From an optimization exercise on the open Yosys and OpenROAD flow, aimed at small area and a short achievable clock period; shortcuts taken in it are not production practice.
In this exercise RTL edits were held to simulation tests only and were not proved equivalent to the original.

== v3 ==
==> flow/design.v <==
package bpred_pkg;
    localparam int MAX_TAG_BITS = 8;
    localparam int MAX_CTR_BITS = 2;
    localparam int MAX_XLEN     = 32;
    typedef logic [MAX_CTR_BITS-1:0] ctr_t;
    typedef struct packed {
        logic                    valid;
        logic [MAX_TAG_BITS-1:0] tag;
        logic [MAX_XLEN-1:0]     target;
        ctr_t                    ctr;
    } btb_entry_t;
    typedef enum logic [1:0] {
        CTR_INC      = 2'd0,
        CTR_DEC      = 2'd1,
        CTR_SET_MAX  = 2'd2,
        CTR_SET_WEAK = 2'd3
    } ctr_op_e;
    function automatic logic [MAX_CTR_BITS-1:0] ctr_max(input int bits);
        ctr_max = (1 << bits) - 1;
    endfunction
    function automatic logic [MAX_CTR_BITS-1:0] ctr_weak_t(input int bits);
        ctr_weak_t = 1 << (bits - 1);
    endfunction
    function automatic logic [MAX_CTR_BITS-1:0] ctr_weak_nt(input int bits);
        ctr_weak_nt = (1 << (bits - 1)) - 1;
    endfunction
    function automatic logic [MAX_CTR_BITS-1:0] ctr_sat(input logic [MAX_CTR_BITS-1:0] ctr,
                                                         input logic inc, input int bits);
        if (inc) begin
            ctr_sat = (ctr == ctr_max(bits)) ? ctr : ctr + 1'b1;
        end else begin
            ctr_sat = (ctr == '0) ? ctr : ctr - 1'b1;
        end
    endfunction
    function automatic logic [7:0] pc_index(input logic [MAX_XLEN-1:0] pc, input int idx_bits);
        logic [MAX_XLEN-1:0] masked;
        masked   = (pc >> 2) & ((64'd1 << idx_bits) - 64'd1);
        pc_index = masked[7:0];
    endfunction
    function automatic logic [MAX_TAG_BITS-1:0] pc_tag(input logic [MAX_XLEN-1:0] pc,
                                                       input int idx_bits,
                                                       input int tag_bits);
        logic [MAX_XLEN-1:0]     shifted;
        logic [MAX_TAG_BITS-1:0] one;
        shifted = pc >> (idx_bits + 2);
        one     = 1;
        pc_tag  = shifted[MAX_TAG_BITS-1:0] & ((one << tag_bits) - one);
    endfunction
endpackage
module bpred_sat_ctr (
    input  logic q,
    input  logic hold,
    input  logic d_new,
    input  logic load,
    output logic d
);
    assign d = (q & hold) | (d_new & load);
endmodule
module bpred_aor8 (
    input  logic [7:0] sel,
    input  logic [7:0] dat,
    output logic       y
);
    assign y = |(sel & dat);
endmodule
module bpred_or8 (
    input  logic [7:0] a,
    output logic       y
);
    assign y = |a;
endmodule
module bpred_or32 (
    input  logic [31:0] a,
    output logic        y
);
    logic [3:0] g;
    logic [1:0] h;
    for (genvar k = 0; k < 4; k++) begin : g_g
        bpred_or8 u_g (.a(a[8*k+7:8*k]), .y(g[k]));
    end
    bpred_nor2  u_h0 (.a(g[0]), .b(g[1]), .y(h[0]));
    bpred_nor2  u_h1 (.a(g[2]), .b(g[3]), .y(h[1]));
    bpred_nand2 u_y  (.a(h[0]), .b(h[1]), .y(y));
endmodule
module bpred_ne4 (
    input  logic [3:0] a,
    input  logic [3:0] b,
    output logic       y
);
    assign y = (a != b);
endmodule
module bpred_nor3 (
    input  logic a, b, c,
    output logic y
);
    assign y = ~(a | b | c);
endmodule
module bpred_nor2 (
    input  logic a, b,
    output logic y
);
    assign y = ~(a | b);
endmodule
module bpred_nand2 (
    input  logic a, b,
    output logic y
);
    assign y = ~(a & b);
endmodule
module bpred_aor32 (
    input  logic [31:0] sel,
    input  logic [31:0] dat,
    output logic        y
);
    logic [3:0] g;
    logic [1:0] h;
    for (genvar k = 0; k < 4; k++) begin : g_g
        bpred_aor8 u_g (.sel(sel[8*k+7:8*k]), .dat(dat[8*k+7:8*k]), .y(g[k]));
    end
    bpred_nor2  u_h0 (.a(g[0]), .b(g[1]), .y(h[0]));
    bpred_nor2  u_h1 (.a(g[2]), .b(g[3]), .y(h[1]));
    bpred_nand2 u_y  (.a(h[0]), .b(h[1]), .y(y));
endmodule
module bpred_btb
#(
    parameter int ENTRIES  = 32,
    parameter int TAG_BITS = 8,
    parameter int CTR_BITS = 2,
    parameter int XLEN     = 32
) (
    input  logic            clk,
    input  logic            reset,
    input  logic [XLEN-1:0] lookup_pc,
    output logic            pred_hit,
    output logic            pred_taken,
    output logic [XLEN-1:0] pred_target,
    input  logic            upd_valid,
    input  logic [XLEN-1:0] upd_pc,
    input  logic            upd_taken,
    input  logic            upd_is_jump,
    input  logic [XLEN-1:0] upd_target,
    input  logic            upd_pred_taken,
    input  logic [XLEN-1:0] upd_pred_target,
    input  logic            flush_all,
    output logic [31:0]     perf_updates,
    output logic [31:0]     perf_mispredicts
);
    localparam int IDX_BITS = $clog2(ENTRIES);
    logic [ENTRIES-1:0]                valid_q;
    logic [ENTRIES-1:0][TAG_BITS-1:0]  tag_q;
    logic [ENTRIES-1:0][XLEN-1:0]      tgt_q;
    logic [ENTRIES-1:0][CTR_BITS-1:0]  ctr_q;
    logic [IDX_BITS-1:0] lk_idx, upd_idx;
    logic [TAG_BITS-1:0] lk_tag, upd_tag;
    logic                upd_hit;
    logic [CTR_BITS-1:0] upd_ctr, ctr_next;
    logic                ctr_we, data_we;
    assign lk_idx  = lookup_pc[IDX_BITS+1:2];
    assign lk_tag  = lookup_pc[IDX_BITS+2+TAG_BITS-1:IDX_BITS+2];
    assign upd_idx = upd_pc[IDX_BITS+1:2];
    assign upd_tag = upd_pc[IDX_BITS+2+TAG_BITS-1:IDX_BITS+2];
    logic [ENTRIES-1:0] lk_dec, upd_dec, lk_sel, wr_ctr, wr_data;
    logic [TAG_BITS-1:0] upd_tag_rd;
    logic                upd_valid_rd;
    always_comb begin
        for (int i = 0; i < ENTRIES; i++) begin
            lk_dec[i]  = (lk_idx == i);
            upd_dec[i] = (upd_idx == i);
        end
    end
    logic [ENTRIES-1:0] dv_n, ne_lo, ne_hi, lk_sel2;
    logic [ENTRIES-1:0] lk_msb;
    logic [XLEN-1:0][ENTRIES-1:0] tgt_col;
    for (genvar i = 0; i < ENTRIES; i++) begin : g_lk
        assign dv_n[i] = ~(lk_dec[i] & valid_q[i]);
        bpred_ne4  u_lo  (.a(tag_q[i][3:0]), .b(lk_tag[3:0]), .y(ne_lo[i]));
        bpred_ne4  u_hi  (.a(tag_q[i][7:4]), .b(lk_tag[7:4]), .y(ne_hi[i]));
        bpred_nor3 u_sel  (.a(ne_lo[i]), .b(ne_hi[i]), .c(dv_n[i]), .y(lk_sel[i]));
        bpred_nor3 u_sel2 (.a(ne_lo[i]), .b(ne_hi[i]), .c(dv_n[i]), .y(lk_sel2[i]));
        assign lk_msb[i] = ctr_q[i][CTR_BITS-1];
    end
    for (genvar b = 0; b < XLEN; b++) begin : g_tgt_rd
        for (genvar i = 0; i < ENTRIES; i++) begin : g_col
            assign tgt_col[b][i] = tgt_q[i][b];
        end
        bpred_aor32 u_rd (.sel(b < XLEN/2 ? lk_sel : lk_sel2), .dat(tgt_col[b]), .y(pred_target[b]));
    end
    bpred_or32  u_hit   (.a(lk_sel), .y(pred_hit));
    bpred_aor32 u_taken (.sel(lk_sel2), .dat(lk_msb), .y(pred_taken));
    always_comb begin
        upd_tag_rd   = '0;
        upd_valid_rd = 1'b0;
        upd_ctr      = '0;
        for (int i = 0; i < ENTRIES; i++) begin
            upd_tag_rd   = upd_tag_rd | (tag_q[i] & {TAG_BITS{upd_dec[i]}});
            upd_valid_rd = upd_valid_rd | (valid_q[i] & upd_dec[i]);
            upd_ctr      = upd_ctr | (ctr_q[i] & {CTR_BITS{upd_dec[i]}});
        end
        upd_hit = upd_valid_rd && (upd_tag_rd == upd_tag);
        if (upd_is_jump)
            ctr_next = {CTR_BITS{1'b1}};
        else if (!upd_hit)
            ctr_next = {1'b1, {(CTR_BITS-1){1'b0}}};
        else if (upd_taken)
            ctr_next = (upd_ctr == {CTR_BITS{1'b1}}) ? upd_ctr : upd_ctr + 1'b1;
        else
            ctr_next = (upd_ctr == '0) ? upd_ctr : upd_ctr - 1'b1;
        ctr_we  = upd_valid && (upd_hit || upd_taken);
        data_we = upd_valid && (upd_taken || (upd_is_jump && upd_hit));
        wr_ctr  = upd_dec & {ENTRIES{ctr_we}};
        wr_data = upd_dec & {ENTRIES{data_we}};
    end
    always_ff @(posedge clk or posedge reset) begin
        if (reset) begin
            valid_q <= '0;
        end else if (flush_all) begin
            valid_q <= '0;
        end else if (upd_valid && upd_taken) begin
            valid_q[upd_idx] <= 1'b1;
        end
    end
    logic [ENTRIES-1:0][TAG_BITS-1:0]  tag_d;
    logic [ENTRIES-1:0][XLEN-1:0]      tgt_d;
    logic [ENTRIES-1:0][CTR_BITS-1:0]  ctr_d;
    logic [ENTRIES-1:0]                hold_ctr, hold_data;
    assign hold_ctr  = ~wr_ctr;
    assign hold_data = ~wr_data;
    for (genvar i = 0; i < ENTRIES; i++) begin : g_ent
        for (genvar b = 0; b < CTR_BITS; b++) begin : g_ctr
            bpred_sat_ctr u_hold (.q(ctr_q[i][b]), .hold(hold_ctr[i]), .d_new(ctr_next[b]),
                                  .load(wr_ctr[i]), .d(ctr_d[i][b]));
        end
        for (genvar b = 0; b < TAG_BITS; b++) begin : g_tag
            bpred_sat_ctr u_hold (.q(tag_q[i][b]), .hold(hold_data[i]), .d_new(upd_tag[b]),
                                  .load(wr_data[i]), .d(tag_d[i][b]));
        end
        for (genvar b = 0; b < XLEN; b++) begin : g_tgt
            bpred_sat_ctr u_hold (.q(tgt_q[i][b]), .hold(hold_data[i]), .d_new(upd_target[b]),
                                  .load(wr_data[i]), .d(tgt_d[i][b]));
        end
    end
    always_ff @(posedge clk) begin
        ctr_q <= ctr_d;
        tag_q <= tag_d;
        tgt_q <= tgt_d;
    end
    always_ff @(posedge clk or posedge reset) begin
        if (reset) begin
            perf_updates     <= '0;
            perf_mispredicts <= '0;
        end else begin
            if (upd_valid)
                perf_updates <= perf_updates + 32'd1;
            if (upd_valid && ((upd_taken != upd_pred_taken) ||
                              (upd_taken && (upd_target != upd_pred_target))))
                perf_mispredicts <= perf_mispredicts + 32'd1;
        end
    end
endmodule
clock: 6.5 ns
lec_check: 0
cap_margin: 10
core_margin: 2
core_utilization: 50
setup_slack_margin: 2.0
slew_margin: 10
synth_hierarchical: 1
synth_minimum_keep_size: 0
tns_end_percent: 5
standard.sh (not shown) runs the stock make flow with config.mk's settings and CLKGATE_MAP_FILE= SYNTH_SCRIPT=/design/flow/synth_recipe.tcl, a recipe that flattens the netlist after the stock synthesis.
==> flow/flow/run.sh <==
#!/bin/bash
# Layout flow: the standard ORFS flow (standard.sh) with two changes:
#  - the port buffers that buffer_ports inserts are plain buffers (buf_2), which the
#    timing repair then sizes, instead of the platform's default delay-cell pick;
#  - clock tree synthesis clusters more sinks per leaf buffer and adds no dummy
#    balancing loads, so the clock tree takes less area.
set -euo pipefail
export BUFFER_PORTS_ARGS="-buffer_cell sky130_fd_sc_hd__buf_2"
export CTS_ARGS="-sink_clustering_enable -repair_clock_nets -sink_clustering_size 12 -sink_clustering_max_diameter 50 -buf_list {sky130_fd_sc_hd__clkbuf_4 sky130_fd_sc_hd__clkbuf_8} -dont_use_dummy_load"
bash standard.sh > standard_flow.log 2>&1
Input-level comparison between v2 and v3:
diff --git a/flow/design.v b/flow/design.v
--- a/flow/design.v
+++ b/flow/design.v
@@ -160,5 +160,5 @@
     assign upd_idx = upd_pc[IDX_BITS+1:2];
     assign upd_tag = upd_pc[IDX_BITS+2+TAG_BITS-1:IDX_BITS+2];
-    logic [ENTRIES-1:0] lk_dec, upd_dec, lk_sel, wr_ctr, wr_data;
+    logic [ENTRIES-1:0] lk_dec, upd_dec, wr_ctr, wr_data;
     logic [TAG_BITS-1:0] upd_tag_rd;
     logic                upd_valid_rd;
@@ -169,5 +169,6 @@
         end
     end
-    logic [ENTRIES-1:0] dv_n, ne_lo, ne_hi, lk_sel2;
+    logic [ENTRIES-1:0] dv_n, ne_lo, ne_hi;
+    logic [3:0][ENTRIES-1:0] lk_selq;
     logic [ENTRIES-1:0] lk_msb;
     logic [XLEN-1:0][ENTRIES-1:0] tgt_col;
@@ -176,6 +177,7 @@
         bpred_ne4  u_lo  (.a(tag_q[i][3:0]), .b(lk_tag[3:0]), .y(ne_lo[i]));
         bpred_ne4  u_hi  (.a(tag_q[i][7:4]), .b(lk_tag[7:4]), .y(ne_hi[i]));
-        bpred_nor3 u_sel  (.a(ne_lo[i]), .b(ne_hi[i]), .c(dv_n[i]), .y(lk_sel[i]));
-        bpred_nor3 u_sel2 (.a(ne_lo[i]), .b(ne_hi[i]), .c(dv_n[i]), .y(lk_sel2[i]));
+        for (genvar c = 0; c < 4; c++) begin : g_selq
+            bpred_nor3 u_sel (.a(ne_lo[i]), .b(ne_hi[i]), .c(dv_n[i]), .y(lk_selq[c][i]));
+        end
         assign lk_msb[i] = ctr_q[i][CTR_BITS-1];
     end
@@ -184,8 +186,8 @@
             assign tgt_col[b][i] = tgt_q[i][b];
         end
-        bpred_aor32 u_rd (.sel(b < XLEN/2 ? lk_sel : lk_sel2), .dat(tgt_col[b]), .y(pred_target[b]));
-    end
-    bpred_or32  u_hit   (.a(lk_sel), .y(pred_hit));
-    bpred_aor32 u_taken (.sel(lk_sel2), .dat(lk_msb), .y(pred_taken));
+        bpred_aor32 u_rd (.sel(lk_selq[b/8]), .dat(tgt_col[b]), .y(pred_target[b]));
+    end
+    bpred_or32  u_hit   (.a(lk_selq[0]), .y(pred_hit));
+    bpred_aor32 u_taken (.sel(lk_selq[3]), .dat(lk_msb), .y(pred_taken));
     always_comb begin
         upd_tag_rd   = '0;
### Flow results
Re synthesized area: v2 is about 1.1% up on v3.
The run showing the greater number of setup buffers added after CTS is v3.
Summary of v2 over v3: depth of the worst register-to-register path shows an increase of 1; number of global-route vias before repair shows a reduction of 0.98%; layout buffering overhead excluding clock cells now smaller; design area flat; global-route wire length before repair went down by about 3%.
Delta (v2 minus v3): routed length on met3 up about 10%; placeable core region went up 1700 um^2.

[separate check: timing with driven ports]
The flow's constraints put no driver on any port. The routed layouts listed below were extracted and timed again, unchanged, in two steps.
Step 1 assumes that a clkbuf_16 drives the clock port and a buf_2 every other input.
Step 2 moves the port delays by t, midway between the first and last clock arrival at a register: inputs arrive t later, outputs are due t later. That takes back most of the time a late clock gives input paths.
Slacks: ideal / step 1 / step 2; pairs: ideal / step 1.
run | shift t [ns] | slack for setup (ns) | worst setup path after step 2 | latest minus earliest clock arrival (ns)
v3 | 0.964 | 1.606 / 1.520 / 0.846 | input to register | 0.103 / 0.102
v2 | 0.925 | 1.828 / 1.662 / 0.892 | input to register | 0.083 / 0.083
After both steps setup and hold are still met in every run listed. For v2, which loses most, drivers alone change the setup slack by -0.166 ns; drivers and shift together by -0.936 ns.
